Background: an optimization exercise with open tools, aiming at small area. Do not read the settings as production practice. Only simulation tests tie the RTL to the original design; equivalence was not proved.

==> flow/design.v, too long to show whole: its modules and the start of the top module <==
// module dwt_fa: 4 lines
// module dwt_ha: 4 lines
// module dwt_fir_mac: 1550 lines
// module dwt_analysis_stage: 122 lines
module dwt_analysis_stage (
    input  logic              clk,
    input  logic              rstn,
    input  logic              clr,
    input  logic              in_valid,
    input  logic signed [8:0] in_data,
    input  logic              coef_we,
    input  logic              coef_sel,
    input  logic [3:0]        coef_addr,
    input  logic signed [8:0] coef_wdata,
    output logic signed [15:0] lo_data,
    output logic signed [15:0] hi_data,
    output logic              out_valid,
    output logic              sat_flag
);
  // ...
==> flow/flow/run.sh <==
#!/bin/bash
# The standard layout, except that the input and output port buffers use the
# smallest buffer cell instead of the one buffer_ports picks by default.
set -euo pipefail
export BUFFER_PORTS_ARGS="-buffer_cell sky130_fd_sc_hd__buf_1"
bash standard.sh > standard_flow.log 2>&1
==> flow/standard.sh <==
#!/bin/bash
# synth_recipe.tcl (not shown) runs the flow's synth.tcl, then flattens the netlist and writes it again
# the make line also repeats each setting of config.mk as NAME=value (left out here)
make -C /OpenROAD-flow-scripts/flow DESIGN_CONFIG=/design/flow/config.mk WORK_HOME=/design/flow/orfs CLKGATE_MAP_FILE= SYNTH_SCRIPT=/design/flow/synth_recipe.tcl "${@:-finish}"
==> flow/config.mk <==
export PLATFORM = sky130hd
export DESIGN_NAME = dwt_analysis_stage
export DESIGN_NICKNAME = dwt_analysis_stage
export VERILOG_FILES = /design/flow/design.v
export SDC_FILE = /design/flow/constraint.sdc
export NUM_CORES = 4
export LEC_CHECK = 0
export CAP_MARGIN = 20
export CORE_MARGIN = 2
export CORE_UTILIZATION = 40
export CTS_BUF_LIST = sky130_fd_sc_hd__clkbuf_8
export SLEW_MARGIN = 20
export SYNTH_HIERARCHICAL = 1
export SYNTH_MINIMUM_KEEP_SIZE = 0
==> flow/constraint.sdc <==
create_clock -name core_clock -period 7.0 [get_ports {clk}]
set_input_delay 1.4000 -clock core_clock [delete_from_list [all_inputs] [get_ports {clk}]]
set_output_delay 1.4000 -clock core_clock [all_outputs]
set_load 0.01 [all_outputs]
==> results.txt, run 1 <==
- The normalized max-slew margin is around 30%.
- In the final layout, the registers with the most flip-flops are hi_c_q: 36 flops, lo_c_q: 36 flops.
- The signal on the critical path passes through buf_12 -> mux2i_1 -> buf_4 -> nor2_1 -> fa_1 -> fa_1 -> fa_1 -> fa_1 -> fa_1 -> fa_1 -> fa_1 -> fa_1 -> ha_1 -> and3_2 -> a311oi_1 -> o31a_1 -> nor4b_2 -> a311oi_1.
- The layout clock buffer count is 44.
- The flow ran to the end and the layout has no timing, DRC or antenna violations.
- Clock tree synthesis inserted a total of 36 buffers.
- The number of antenna-violating nets in the routed design is 0.
- The fraction of layout instances using a drive strength above 1 is about 24%.
- The area of the multi-input gates is between 9000 and 10000 sq um.
- In the final design, more cell area goes to multi-input gates than to any other class.
- The final worst setup slack is 294 ps.
- The area growth from synthesis to final layout is 11.1%.
- Measured on the finished design, the core utilization comes to between 40% and 50%.
- The share of synthesized area in the top cell type comes to between 30% and 40%.
- The critical register-to-register path endpoint is u_q[15].
- Summing over every cut layer, the via total after detailed routing is roughly 9600.
- After synthesis, the most frequently instantiated cells are 309 x nor2_1, 288 x fa_1, 91 x mux2_2.
- Clock tree synthesis selected as its root buffer the cell clkbuf_8.
- In the post-synthesis netlist, the cell with the most instances is nor2_1.
- At the placement stage, the worst setup path has a slack of 131 ps.
- The post-route non-filler standard cell count is approximately 1800.
- For flop-to-flop paths, the worst setup slack is between 200 and 300 ps.
- The first global-routing pass estimated between 60000 and 70000 um of wire.
- The cell count of the worst hold path is 0.
- The length of routed wiring on met1 is 16200 um.
- Signal routing reaches up to met4.
- The worst endpoint required time is between 7000 and 8000 ps.
- In this run the most used layer during global routing was met2.
- Along the worst path, the maximum fanout reaches 20.
- The most used flip-flop cell after synthesis is edfxtp_1.
- The HPWL after detailed placement is between 30000 and 40000 um.
- The maximum clock frequency is approximately 150 MHz.
- The critical path launch point type is a flip-flop.
- The met1 track demand over resource in global routing is 26.4%.
- The clock passes through at most 3 buffers.
- In this design, the critical path's most frequently occurring cell is fa_1.
- The maximum number of pins on one net before global-route repair is between 80 and 90.
- Registers take around 5300 sq um.
==> run 2: changes to the inputs <==
==> flow/flow/run.sh (replaced) <==
#!/bin/bash
# The standard layout with two changes: the input and output port buffers use
# the smallest buffer cell, and clock tree synthesis clusters the flip-flops in groups
# of up to 10 behind clkbuf_4 buffers and adds no dummy loads.
set -euo pipefail
export BUFFER_PORTS_ARGS="-buffer_cell sky130_fd_sc_hd__buf_1"
export CTS_ARGS="-sink_clustering_enable -repair_clock_nets -dont_use_dummy_load -buf_list sky130_fd_sc_hd__clkbuf_4 -sink_clustering_size 10 -sink_clustering_max_diameter 60"
bash standard.sh > standard_flow.log 2>&1
--- a/flow/config.mk
+++ b/flow/config.mk
@@ -9,5 +9,4 @@
 export CORE_MARGIN = 2
 export CORE_UTILIZATION = 40
-export CTS_BUF_LIST = sky130_fd_sc_hd__clkbuf_8
 export SLEW_MARGIN = 20
 export SYNTH_HIERARCHICAL = 1
==> results.txt, run 2 <==
- The run finished with no timing, DRC or antenna violations.
- The area of the die is roughly 40000 sq um.
- The TritonCTS sink count is about 200.
- After the first detailed-routing iteration, the DRC count stood at between 600 and 700.
- At the end of routability-driven placement, the weighted congestion stood at approximately 0.94.
- The maximum clock frequency is 148 MHz (-0.45%).
- The placed instance area is 16300 sq um.
- The mean number of vias per cell is approximately 5.3.
- For this run, design rule violations remaining after detail routing come to 0.
- The largest single stage delay on the critical path is roughly 620 ps.
- The commonest cells after synthesis are 309 x nor2_1, 288 x fa_1, 91 x mux2_2.
- The global route total overflow is 0.
- The number of enable flip-flop cells after synthesis is slightly below 80.
- The share of the core filled with cells in the final layout is 44.0% (-1.3 points).
- The number of hold violations in the final report is 0.
- The number of antenna-violating nets in the routed design was 0 (unchanged).
- The floorplan core area is between 30000 and 40000 sq um.
- The normalized max-slew margin is 29.2% (-0.062 points).
- The largest fanout on the critical path is 20 (unchanged).
- The endpoint arrival time on the critical path is 7280 ps.
- The tree is rooted in a clkbuf_4.
- After synthesis, the share of flip-flops with an asynchronous set or reset is approximately two fifths.
- The clock slew at the register clock pins of the worst setup and hold paths is around 110 ps.
- The average size of a mapped cell is 12.6 sq um.
- The filler cell count is approximately 3500.
- At the end of the flow, the number of nets in the layout was approximately 1600.
- The final critical delay including setup and external delays is around 6700 ps.
- The post-placement setup slack is 131 ps (unchanged).
- The worst endpoint required time is 7540 ps (+80 ps).
- The fraction of layout instances using a drive strength above 1 is 24.3% (-0.077 points).
- The all-layer global routing usage is between 15 and 20%.
- For the pin with the worst max-slew slack, the measured transition is 1060 ps.
- After synthesis, the netlist uses 60 different library cells.
- The number of antenna violations at the first check in global routing came to 1.
- The number of buffer cells added on primary ports is 61.
- The largest clock skew in the final design is roughly 77 ps.
- The most prevalent standard cell on the critical path is fa_1.
- The total negative slack is 0 ps.
- The wire length of the first global-routing pass is 61100 um (-0.38%).
- The top-level port count is a little over 60.
- STA classifies the critical path startpoint as a flip-flop.
- The maximum number of pins on one net before global-route repair is 82 (unchanged).
- The path type of the worst setup path is reg2reg.
- The starting utilization of the core area is between 40 and 50%.
- Summing the sequential cell areas from Yosys gives about a third of the chip area.
- The total wire length after detailed routing is 38900 um.
- The total count of max-transition violations in the final report is 0.
- Relative to the synthesized area, the layout overhead comes to 7.84%.
- At the later pin of the worst-skew pair, clock insertion delay measures slightly above 700 ps.
- Counting both buffers and inverters, the worst setup path holds a total of 2.
- Setup violations remaining at the end of the flow were counted as 0.
- In the finished design, the share of the clock period the worst path needs comes to 96.2%.
- The most used flip-flop cell after synthesis is edfxtp_1.
- Hold repair after CTS inserted 0 buffers.
- Among all stages on the critical path, the largest delay is contributed by fa_1.
- Final hold analysis gives a worst-case slack of 381 ps.
- The flop and latch count out of synthesis is ~200.
- nor2_1 is the most common cell in the netlist.
- In this run the number of H-tree levels came out at 1.
- After detailed routing, the average wire length per cell comes to 21.7 um.
- The total standard cell area after synthesis is approximately 15000 sq um.
- The final worst setup slack is 263 ps (-30.5 ps).
- In the layout the commonest cells are 309 x nor2_1, 287 x fa_1, 91 x mux2_2.
- The die boundary width is roughly 200 um.
- The post-route non-filler standard cell count is 1790 (-2.0%).
- The most common library cell in the layout ignoring fill and taps is nor2_1.
- The via count of the first global-routing pass is about 10000.
- In the final layout, the registers with the most flip-flops are hi_c_q: 36 flops, lo_c_q: 36 flops.
- After routing the design area is 16600 sq um.
- The maximum count of clock buffers along a single path is 3 (unchanged).
- The cell family contributing the most delay on the critical path is adder cells.
- The critical path goes through buf_12 -> mux2i_1 -> buf_4 -> nor2_1 -> fa_1 -> fa_1 -> fa_1 -> fa_1 -> fa_1 -> fa_1 -> fa_1 -> fa_1 -> ha_2 -> and3_2 -> a311oi_1 -> o31a_1 -> nor4b_2 -> a311oi_1.
- The instance count after placement with tap cells included is ~1800.
- The detailed-routing iteration count for the pre-antenna-repair pass is 6.
- The height of the chip is ~200 um.
- The warning count from the yosys run is 9.
- The worst hold path startpoint is w1d_q[0].
- The instance count of the mapped netlist is between 1000 and 1500.
- The number of placement rows is 71.
- The TritonCTS clock tree is yes.
- The worst setup path is captured at a flip-flop.
- The HPWL after detailed placement is 30600 um (unchanged).
- The total clock buffers created by CTS is 26 (-28%).
- The number of maximum-capacitance violations is 0.
- The vias after detailed routing was 9516 (-0.79%).
- Setup repair after global routing left no endpoint under its margin.
- The startpoint of the worst register-to-register path is v1_q.
- The cell type with the largest total area after synthesis is fa_1.
- Synthesis produced a netlist with a net count of 1561.
- The path class of the tightest hold or removal check is reg2reg.
- Ranked by total cell area, the synthesized netlist is headed by fa_1 37%, edfxtp_1 15%, nor2_1 7.5%, dfstp_2 7.2%, mux2_2 6.7%.
- The launching instance or port of the critical path is v1_q.
- The top-area cell type share of the netlist area is 37.4% (unchanged).
-- run 2: final cells by class --
type | count | area, sq um | area share (%)
multi-input combinational | 924 | 9800 | 59.0
clock buffer | 26 | 195 | 1.18
timing repair buffer | 112 | 644 | 3.88
inverter | 14 | 52.6 | 0.317
sequential | 201 | 5270 | 31.7
tap | 511 | 639 | 3.85
antenna | 2 | 5.00 | 0.0301
-- run 2: modules after synthesis (local to each module, per instance) --
module	times used	cells
dwt_analysis_stage	1	406
dwt_fa	288	1
dwt_ha	8	1
dwt_fir_mac	1	516
-- run 2: final timing paths --
path	slack, ps	end	cells past startpoint
worst max register to register	260	u_q[15]	18
worst min register to register	380	w2d_q[0]	0
worst min-delay path	380	w2d_q[0]	0
max in group asynchronous	5580	v1_q	2
worst max-delay path	260	u_q[15]	18
min in group asynchronous	480	w1v_q	1
-- run 2: cells by family after synthesis --
logic type / Yosys count / synth area share [%]
other cells: 1 / 0.0244
mux: 109 / 7.83
flops: 201 / 34.2
buf+inv: 93 / 2.50
simple gates: 432 / 12.5
fa+ha+maj: 315 / 39.6
xor+xnor: 13 / 0.740
compound gates: 54 / 2.52
-- run 2: what timing repair did --
action                                  CTS  global route
buffers inserted                          0             3
endpoints found under the setup margin    0             6
resized for setup                         0            20
-- run 2: per-layer routing --
layer  routed length [um]  share of wire [%]  vias up  track usage [%]
met4                 1350                3.5        0             6.80
met3                 2310                5.9       84             3.42
met5                    0                  0        -                0
met2                18700                 48      378             33.1
met1                16500                 43     5006             26.7
li1                     -                  -     4048                -
==> run 3: changes to the inputs <==
--- a/flow/config.mk
+++ b/flow/config.mk
@@ -8,5 +8,6 @@
 export CAP_MARGIN = 20
 export CORE_MARGIN = 2
-export CORE_UTILIZATION = 40
+export CORE_UTILIZATION = 50
+export PLACE_DENSITY = 0.7
 export SLEW_MARGIN = 20
 export SYNTH_HIERARCHICAL = 1
==> results.txt, run 3 <==
- The HPWL after detailed placement is 30400 um (-0.82%).
- The cell type with the largest total area after synthesis is fa_1.
- The global route total overflow is 0 (unchanged).
- The maximum count of clock buffers along a single path was 3 (unchanged).
- The flow ran to the end and the layout has no timing, DRC or antenna violations.
- The total clock buffers created by CTS came to 25 (-3.8%).
- The number of antenna violations at the first check in global routing is 1 (unchanged).
- The detailed-routing iteration count for the pre-antenna-repair pass was 5 (-1).
- The filler cell count is 2592 (-26%).
- The floorplan core area is 30400 sq um (-19%).
- The wire length of the first global-routing pass is 60600 um (-0.72%).
- The H-tree depth is 1 (unchanged).
- The complex-gate fraction of the synthesized area was 2.52% (unchanged).
- The slew at the pin with the worst max-slew slack is 1070 ps (+9.92 ps).
- The worst register-to-register path begins at v1_q.
- The number of nets produced by synthesis is 1561 (unchanged).
- By count the netlist is led by 309 x nor2_1, 288 x fa_1, 91 x mux2_2.
- The largest family of logic cells by synthesized area is adder cells.
- The average detailed-routed wire length per instance came to 22.9 um (+5.4%).
- The area of the die is 32200 sq um (-20%).
- The top cell types in the final layout, fill and taps aside, are 309 x nor2_1, 288 x fa_1, 91 x mux2_2.
- The latest clock arrival within the worst-skew pair is 660 ps (-50 ps).
- The clock root buffer master is clkbuf_4.
- The count of final setup violators is 0 (unchanged).
- The slowest cell on the critical path is fa_1.
- The average size of a mapped cell came to 12.6 sq um (unchanged).
- In this run the worst setup path begins at v1_q.
- Setup repair after global routing left no endpoint under its margin.
- STA classifies the critical path endpoint as a flip-flop.
- The number of gates on the worst path with buffers counted is 18 (unchanged).
- The top-area cell type share of the netlist area is 37.4% (unchanged).
- The TritonCTS clock tree is yes.
- The path depth of the worst reg2reg path is 18 (unchanged).
- The normalized max-slew margin was 28.7% (-0.51 points).
- The total wire length after detailed routing came to 37900 um (-2.4%).
- The path class of the tightest hold or removal check is reg2reg.
- The combined buffer and inverter count along the critical path is 1 (-1).
- The fraction of layout instances using a drive strength above 1 is 22.5% (-1.8 points).
- The number of placement rows is 64 (-9.9%).
- The most prevalent standard cell on the critical path is fa_1.
- The warning count from the yosys run was 9 (unchanged).
- The die boundary width is 179 um (-10%).
- The vias after detailed routing is 9610 (+0.99%).
- The instance count of the mapped netlist is 1218 (unchanged).
- The top-level port count came to 62 (unchanged).
- The count of hold buffers inserted by post-cts repair came to 0 (unchanged).
- The post-synthesis xor/xnor area fraction is 0.740% (unchanged).
- The TritonCTS sink count is 201 (unchanged).
- The largest clock skew in the final design is 39.6 ps (-37.9 ps).
- The fraction of registers with async set or reset after synthesis was 40.8% (unchanged).
- The worst setup path is launched from a flip-flop.
- The number of hold violations in the final report was 0 (unchanged).
- The share of synthesized cell area in and, or, nand and nor gates is 12.5% (unchanged).
- The final critical delay including setup and external delays is 6750 ps (+14.3 ps).
- The total negative slack is 0 ps (unchanged).
- The largest fanout on the critical path is 28 (+40%).
- The maximum clock frequency came to 148 MHz (-0.21%).
- The clock slew at the register clock pins of the worst setup and hold paths is 110 ps (about the same).
- The number of nets at the end of the flow is 1607 (-0.92%).
- The number of antenna-violating nets in the routed design is 0 (unchanged).
- The tightest hold margin was 409 ps (+27.9 ps).
- The delay of the slowest cell on the worst path is 540 ps (-80 ps).
- The path type of the worst setup path is reg2reg.
- The adder-cell area share of the yosys netlist came to 39.6% (unchanged).
- The height of the chip is 179 um (-10%).
- The endpoint arrival time on the critical path is 7330 ps (+50 ps).
- The maximum number of pins on one net before global-route repair is 57 (-30%).
- The flop and latch count out of synthesis is 201 (unchanged).
- The all-layer global routing usage is 24.5% (+4.5 points).
- The kind of cell adding the most delay to the critical path is adder cells.
- The number of enable flip-flop cells after synthesis came to 78 (unchanged).
- The fraction of the yosys area taken by sequential cells is 34.2% (unchanged).
- The library cell used most frequently in the layout, excluding fill and tap cells, is nor2_1.
- The number of buffer cells added on primary ports was 61 (unchanged).
- The total standard cell area after synthesis came to 15400 sq um (unchanged).
- Traced cell by cell, the critical path runs through buf_12 -> mux2i_2 -> nor2_1 -> fa_1 -> fa_1 -> fa_1 -> fa_1 -> fa_1 -> fa_1 -> fa_1 -> fa_1 -> ha_1 -> a21o_1 -> a21o_1 -> a221oi_1 -> o31ai_1 -> a211oi_1 -> xnor2_1.
- The most used flip-flop cell after synthesis is edfxtp_1.
- The worst endpoint required time is 7580 ps (+40 ps).
- The multiplexer share of the synthesized area is 7.83% (unchanged).
- The placer congestion estimate is 0.960 (+2.4%).
- The number of maximum-capacitance violations is 0 (unchanged).
- The cell count of the worst hold path is 0 (unchanged).
- The largest registers in the layout are hi_c_q: 36 flops, lo_c_q: 36 flops.
- By area the synthesized netlist is led by fa_1 37%, edfxtp_1 15%, nor2_1 7.5%, dfstp_2 7.2%, mux2_2 6.7%.
- The via count of the first global-routing pass came to 10741 (+2.7%).
- The most common cell in the netlist is nor2_1.
- The number of different library cells in the post-synthesis netlist is 60 (unchanged).
- The area growth from synthesis to final layout is 5.90%.
- The worst hold path begins at w1d_q[4].
- The starting utilization of the core area is 50.6% (+9.8 points).
- The total count of max-transition violations in the final report is 0 (unchanged).
- The mean number of vias per cell came to 5.79 (+9.0%).
- The ratio of final minimum period to clock period is 96.4% (+0.20 points).
- The total DRC errors in the routed layout is 0 (unchanged).
- The count of routing violations after the opening detailed-route iteration was 847 (+27%).
==> run 3: cell counts after synthesis <==
Identical to the previous run, type by type.
==> run 3: cell families after synthesis <==
family          after synthesis
buf+inv                      93
simple gates                432
fa+ha+maj                   315
xor+xnor                     13
flops                       201
mux                         109
other cells                   1
compound gates               54
==> run 3: metal layers <==
layer / share of wire, % / GRT usage (%) / vias up
met5: 0 / 0 / -
met4: 5.6 / 10.1 / 0
met3: 7.3 / 3.30 / 140
met2: 48 / 40.9 / 534
met1: 39 / 32.8 / 4924
li1: - / - / 4012
==> run 3: final timing paths <==
| path | end | slack (ps) |
|---|---|---|
| setup / recovery | u_q[16] | 250 |
| hold / removal | w2d_q[4] | 410 |
| setup reg to reg | u_q[16] | 250 |
| hold reg to reg | w2d_q[4] | 410 |
| max in group asynchronous | hi_c_q[0][1] | 5250 |
| min in group asynchronous | w2v_q | 680 |
==> run 3: layout make-up <==
cell class | count | area (sq um) | area share, %
Tap cell | 396 | 495 | 3.04
Multi-Input combinational cell | 924 | 9770 | 59.9
Sequential cell | 201 | 5270 | 32.3
Timing Repair Buffer | 98 | 523 | 3.21
Clock buffer | 25 | 188 | 1.15
Antenna cell | 1 | 2.50 | 0.0153
Inverter | 14 | 52.6 | 0.322
==> run 3: stage by stage <==
step                std cells  area (sq um)  worst slack [ps]  utilization (%)
global placement         1633         16100               349             52.9
global route             1659         16300              21.0             53.6
finish                   1659         16300               249             53.6
detailed placement       1633         16100               122             52.9
CTS                      1658         16300               102             53.5
floorplan                1218         15400               343                -
==> run 3: worst reg2reg max path: stages, from the launching register on <==
cell	delay, ps
dfrtp_1	410
buf_12	230
mux2i_2	500
nor2_1	140
fa_1	500
fa_1	540
fa_1	450
fa_1	470
fa_1	490
fa_1	430
fa_1	530
fa_1	410
ha_1	370
a21o_1	250
a21o_1	210
a221oi_1	250
o31ai_1	110
a211oi_1	280
xnor2_1	140
==> run 3: repair_timing <==
| action | 4_1_cts | 5_1_grt |
|---|---|---|
| resized for setup | 0 | 8 |
| endpoints found under the setup margin | 0 | 3 |
| hold endpoints to repair | 0 | 0 |
| buffers inserted | 0 | 0 |
==> run 3: per-module statistics from Yosys (local to each module, per instance) <==
module | cells inside | area [sq um] | flip-flops and latches
dwt_analysis_stage | 406 | 6960 | 201
dwt_fir_mac | 516 | 2570 | 0
dwt_fa | 1 | 20.0 | 0
dwt_ha | 1 | 12.5 | 0
==> run 4: changes to the inputs <==
==> flow/flow/run.sh (replaced) <==
#!/bin/bash
# The standard layout with three changes: the input and output port buffers use
# the smallest buffer cell; clock tree synthesis clusters the flip-flops in groups of
# up to 10 behind clkbuf_4 buffers and adds no dummy loads; after global routing the
# resizer downsizes gates on paths with positive slack (ORFS's RECOVER_POWER step).
set -euo pipefail
export BUFFER_PORTS_ARGS="-buffer_cell sky130_fd_sc_hd__buf_1"
export CTS_ARGS="-sink_clustering_enable -repair_clock_nets -dont_use_dummy_load -buf_list sky130_fd_sc_hd__clkbuf_4 -sink_clustering_size 10 -sink_clustering_max_diameter 60"
export RECOVER_POWER=100
bash standard.sh > standard_flow.log 2>&1
==> results.txt, run 4 <==
- The flow ran to the end, but the layout failed its checks.
- The violated checks flagged are capacitance limit, slew limit.
- The post-route cell area is 16200 sq um (-0.50%).
- The TritonCTS sink count is 201 (unchanged).
- The ratio of final minimum period to clock period is 96.9% (+0.47 points).
- The die boundary width was 179 um (unchanged).
- In the post-synthesis netlist, the biggest area contributors are fa_1 37%, edfxtp_1 15%, nor2_1 7.5%, dfstp_2 7.2%, mux2_2 6.7%.
- The worst hold path startpoint is w1a_q[1].
- The number of enable flip-flop cells after synthesis is 78 (unchanged).
- The fraction of layout instances using a drive strength above 1 is 21.0% (-1.5 points).
- The global route total overflow is 0 (unchanged).
- The most numerous cell type found on the critical path is fa_1.
- The total count of max-transition violations in the final report is 123 (+123).
- The HPWL after detailed placement is 30400 um (unchanged).
- Leaving out fill and tap cells, the most frequent cells in the layout are 309 x nor2_1, 288 x fa_1, 90 x mux2_2.
- The placed instance area was 16100 sq um (unchanged).
- The number of maximum-capacitance violations is 4 (+4).
- The worst setup path is captured at a flip-flop.
- The number of hold violations in the final report is 0 (unchanged).
- The clock slew at the register clock pins of the worst setup and hold paths is 110 ps (about the same).
- The post-cts gate resize count is 0 (unchanged).
- The most common library cell in the layout ignoring fill and taps is nor2_1.
- The normalized max-slew margin is -95.6% (-120 points).
- The instance count of the mapped netlist is 1218 (unchanged).
- Grouping stages by cell kind, the critical path spends the most delay in adder cells.
- By startpoint and endpoint, the worst setup path is classified as reg2reg.
- The all-layer global routing usage is 24.5% (unchanged).
- The area of the die is 32200 sq um (unchanged).
- The total wire length after detailed routing is 37800 um (-0.38%).
- The slowest stage of the critical path is the fa_1 cell.
- The critical path launch point type is a flip-flop.
- The biggest area contributor in the post-synthesis netlist is fa_1.
- The H-tree depth is 1 (unchanged).
- The most used flip-flop cell after synthesis is edfxtp_1.
- In this run the critical register-to-register path is launched from v1_q.
- The mean number of vias per cell was 5.74 (-0.93%).
- The endpoint arrival time on the critical path is 7360 ps (+30 ps).
- The via count of the first global-routing pass is 10741 (unchanged).
- The wire length of the first global-routing pass is 60600 um (unchanged).
- The combined buffer and inverter count along the critical path is 3 (+2).
- The number of buffer cells added on primary ports is 61 (unchanged).
- The floorplan core area was 30400 sq um (unchanged).
- The average detailed-routed wire length per instance was 22.8 um (-0.38%).
- The count of hold buffers inserted by post-cts repair is 0 (unchanged).
- Traced cell by cell, the critical path runs through buf_12 -> mux2_1 -> nand2_1 -> clkbuf_1 -> nor2_1 -> fa_1 -> fa_1 -> fa_1 -> fa_1 -> fa_1 -> fa_1 -> fa_1 -> ha_1 -> buf_4 -> nand2_1 -> o21ai_1 -> a221oi_1 -> o31ai_1 -> a211oi_1 -> xnor2_1.
- The most critical setup path has its startpoint at v1_q.
- The vias after detailed routing is 9521 (-0.93%).
- The number of nets at the end of the flow was 1607 (unchanged).
- The top-level port count is 62 (unchanged).
- The final critical delay including setup and external delays is 6780 ps (+32.6 ps).
- The end point of the worst hold path is w2a_q[1].
- The maximum clock frequency is 147 MHz (-0.48%).
- The fraction of registers with async set or reset after synthesis is 40.8% (unchanged).
- The count of routing violations after the opening detailed-route iteration is 809 (-4.5%).
- The path type of the worst min-delay path is reg2reg.
- The largest clock skew in the final design was 37.6 ps (-2.00 ps).
- The largest fanout on the critical path is 28 (unchanged).
- The detailed-routing iteration count for the pre-antenna-repair pass came to 6 (+1).
- The cell count of the worst hold path came to 0 (unchanged).
- The total DRC errors in the routed layout is 0 (unchanged).
- The top-area cell type share of the netlist area is 37.4% (unchanged).
- The register-to-register path setup slack was 220 ps (-30 ps).
- The most common cell in the netlist is nor2_1.
- The height of the chip is 179 um (unchanged).
- The delay of the slowest cell on the worst path is 610 ps (+70 ps).
- The placer congestion estimate is 0.960 (unchanged).
- The TritonCTS clock tree is yes.
- The share of the core filled with cells in the final layout was 53.3% (-0.27 points).
- The number of setup buffers added after CTS is 0 (unchanged).
- The count of final setup violators is 0 (unchanged).
- The latest clock arrival within the worst-skew pair came to 660 ps (about the same).
- Relative to the synthesized area, the layout overhead comes to 5.37%.
- The total clock buffers created by CTS is 25 (unchanged).
- The commonest cells after synthesis are 309 x nor2_1, 288 x fa_1, 91 x mux2_2.
- The maximum number of pins on one net before global-route repair came to 57 (unchanged).
- The total negative slack was 0 ps (unchanged).
- The maximum count of clock buffers along a single path came to 3 (unchanged).
- The critical register-to-register path endpoint is u_q[16].
- The number of antenna-violating nets in the routed design is 0 (unchanged).
- The flop and latch count out of synthesis is 201 (unchanged).
- The number of antenna violations at the first check in global routing is 1 (unchanged).
- The path depth of the worst reg2reg path is 20 (+2).
- The slew at the pin with the worst max-slew slack came to 2930 ps (+1860 ps).
- The warning count from the yosys run came to 9 (unchanged).
- The number of placement rows is 64 (unchanged).
- The largest registers in the layout are hi_c_q: 36 flops, lo_c_q: 36 flops.
- CTS placed an instance of clkbuf_4 at the clock tree root.
- Setup repair after global routing left no endpoint under its margin.
- The fraction of the yosys area taken by sequential cells came to 34.2% (unchanged).
- The total standard cell area after synthesis is 15400 sq um (unchanged).
- The average size of a mapped cell is 12.6 sq um (unchanged).
- The number of nets produced by synthesis came to 1561 (unchanged).
- The worst endpoint required time is 7580 ps (about the same).
- The number of different library cells in the post-synthesis netlist came to 60 (unchanged).
- The starting utilization of the core area is 50.6% (unchanged).
[run 4: cell types whose count changed in the layout (fill, tap and decap cells not counted), sizes merged]
cell and delta:
clkbuf +9, buf -9
[run 4: cell families after synthesis]
kind of cell / count (synthesis) / synth area share [%]
adder cells (fa/ha/maj): 315 / 39.6
XOR/XNOR: 13 / 0.740
AND/OR/NAND/NOR: 432 / 12.5
buffers and inverters: 93 / 2.50
flip-flops: 201 / 34.2
AO/OA/AOI/OAI: 54 / 2.52
other: 1 / 0.0244
multiplexers: 109 / 7.83
[run 4: routing by layer]
| metal | track usage, % | vias up | wire length [um] | part of all wire (%) |
|---|---|---|---|---|
| met5 | 0 | - | 0 | 0 |
| met1 | 32.8 | 4926 | 15000 | 40 |
| met3 | 3.30 | 100 | 2500 | 6.6 |
| met2 | 40.9 | 484 | 18500 | 49 |
| li1 | - | 4011 | - | - |
| met4 | 10.1 | 0 | 1790 | 4.7 |
[run 4: area by class of cell]
class | instances | area (sq um)
timing repair buffer | 98 | 489
sequential | 201 | 5270
antenna | 1 | 2.50
inverter | 14 | 52.6
tap | 396 | 495
fill | 2612 | 14200
multi-input combinational | 924 | 9730
clock buffer | 25 | 188
[run 4: modules after synthesis, one instance, submodules excluded]
module	copies in the design	cells inside	area (sq um)
dwt_analysis_stage	1	406	6960
dwt_fir_mac	1	516	2570
dwt_fa	288	1	20.0
dwt_ha	8	1	12.5
[run 4: stage by stage]
stage,std cells,setup WS (ps),hold WS (ps)
floorplan,1218,343,366
global placement,1633,349,394
detailed placement,1633,122,384
CTS,1658,102,406
global route,1659,9.75,417
finish,1659,217,393
[run 4: worst max path at each step]
stage / to / slack [ps] / cells after the start
final: u_q[16] / 220 / 20
after CTS: u_q[14] / 100 / 17
after global placement: u_q[15] / 350 / 17
after floorplan: u_q[16] / 340 / 21
after global routing: u_q[16] / 10 / 20
after detailed placement: u_q[14] / 120 / 17

## separate check: timing with driven ports
The flow's constraints put no driver on any port. The routed layouts listed below were extracted and timed again, unchanged, in two steps.
Step 1 (the two cells are an assumption about what drives the block):
set clk [get_ports {clk}]
set_driving_cell -lib_cell sky130_fd_sc_hd__clkbuf_16 $clk
set_driving_cell -lib_cell sky130_fd_sc_hd__buf_2 [delete_from_list [all_inputs] $clk]
Step 2 times the ports against the registers' clock, not the clock port: input delays grow and output delays shrink by t, the midpoint of the rising clock arrivals with the driver on.
a / b / c = ideal / step 1 / step 2; a / b = the first two.
run | t, ns | setup WS [ns] | clock arrival spread, ns | worst data-port slew with drivers (ns)
run 1 | 0.596 | 0.294 / 0.294 / 0.294 | 0.046 / 0.046 | 0.03
run 2 | 0.715 | 0.263 / 0.263 / 0.263 | 0.078 / 0.078 | 0.03
run 3 | 0.686 | 0.249 / 0.249 / 0.249 | 0.040 / 0.040 | 0.04
run 4 | 0.682 | 0.217 / 0.217 / 0.217 | 0.037 / 0.037 | 0.04
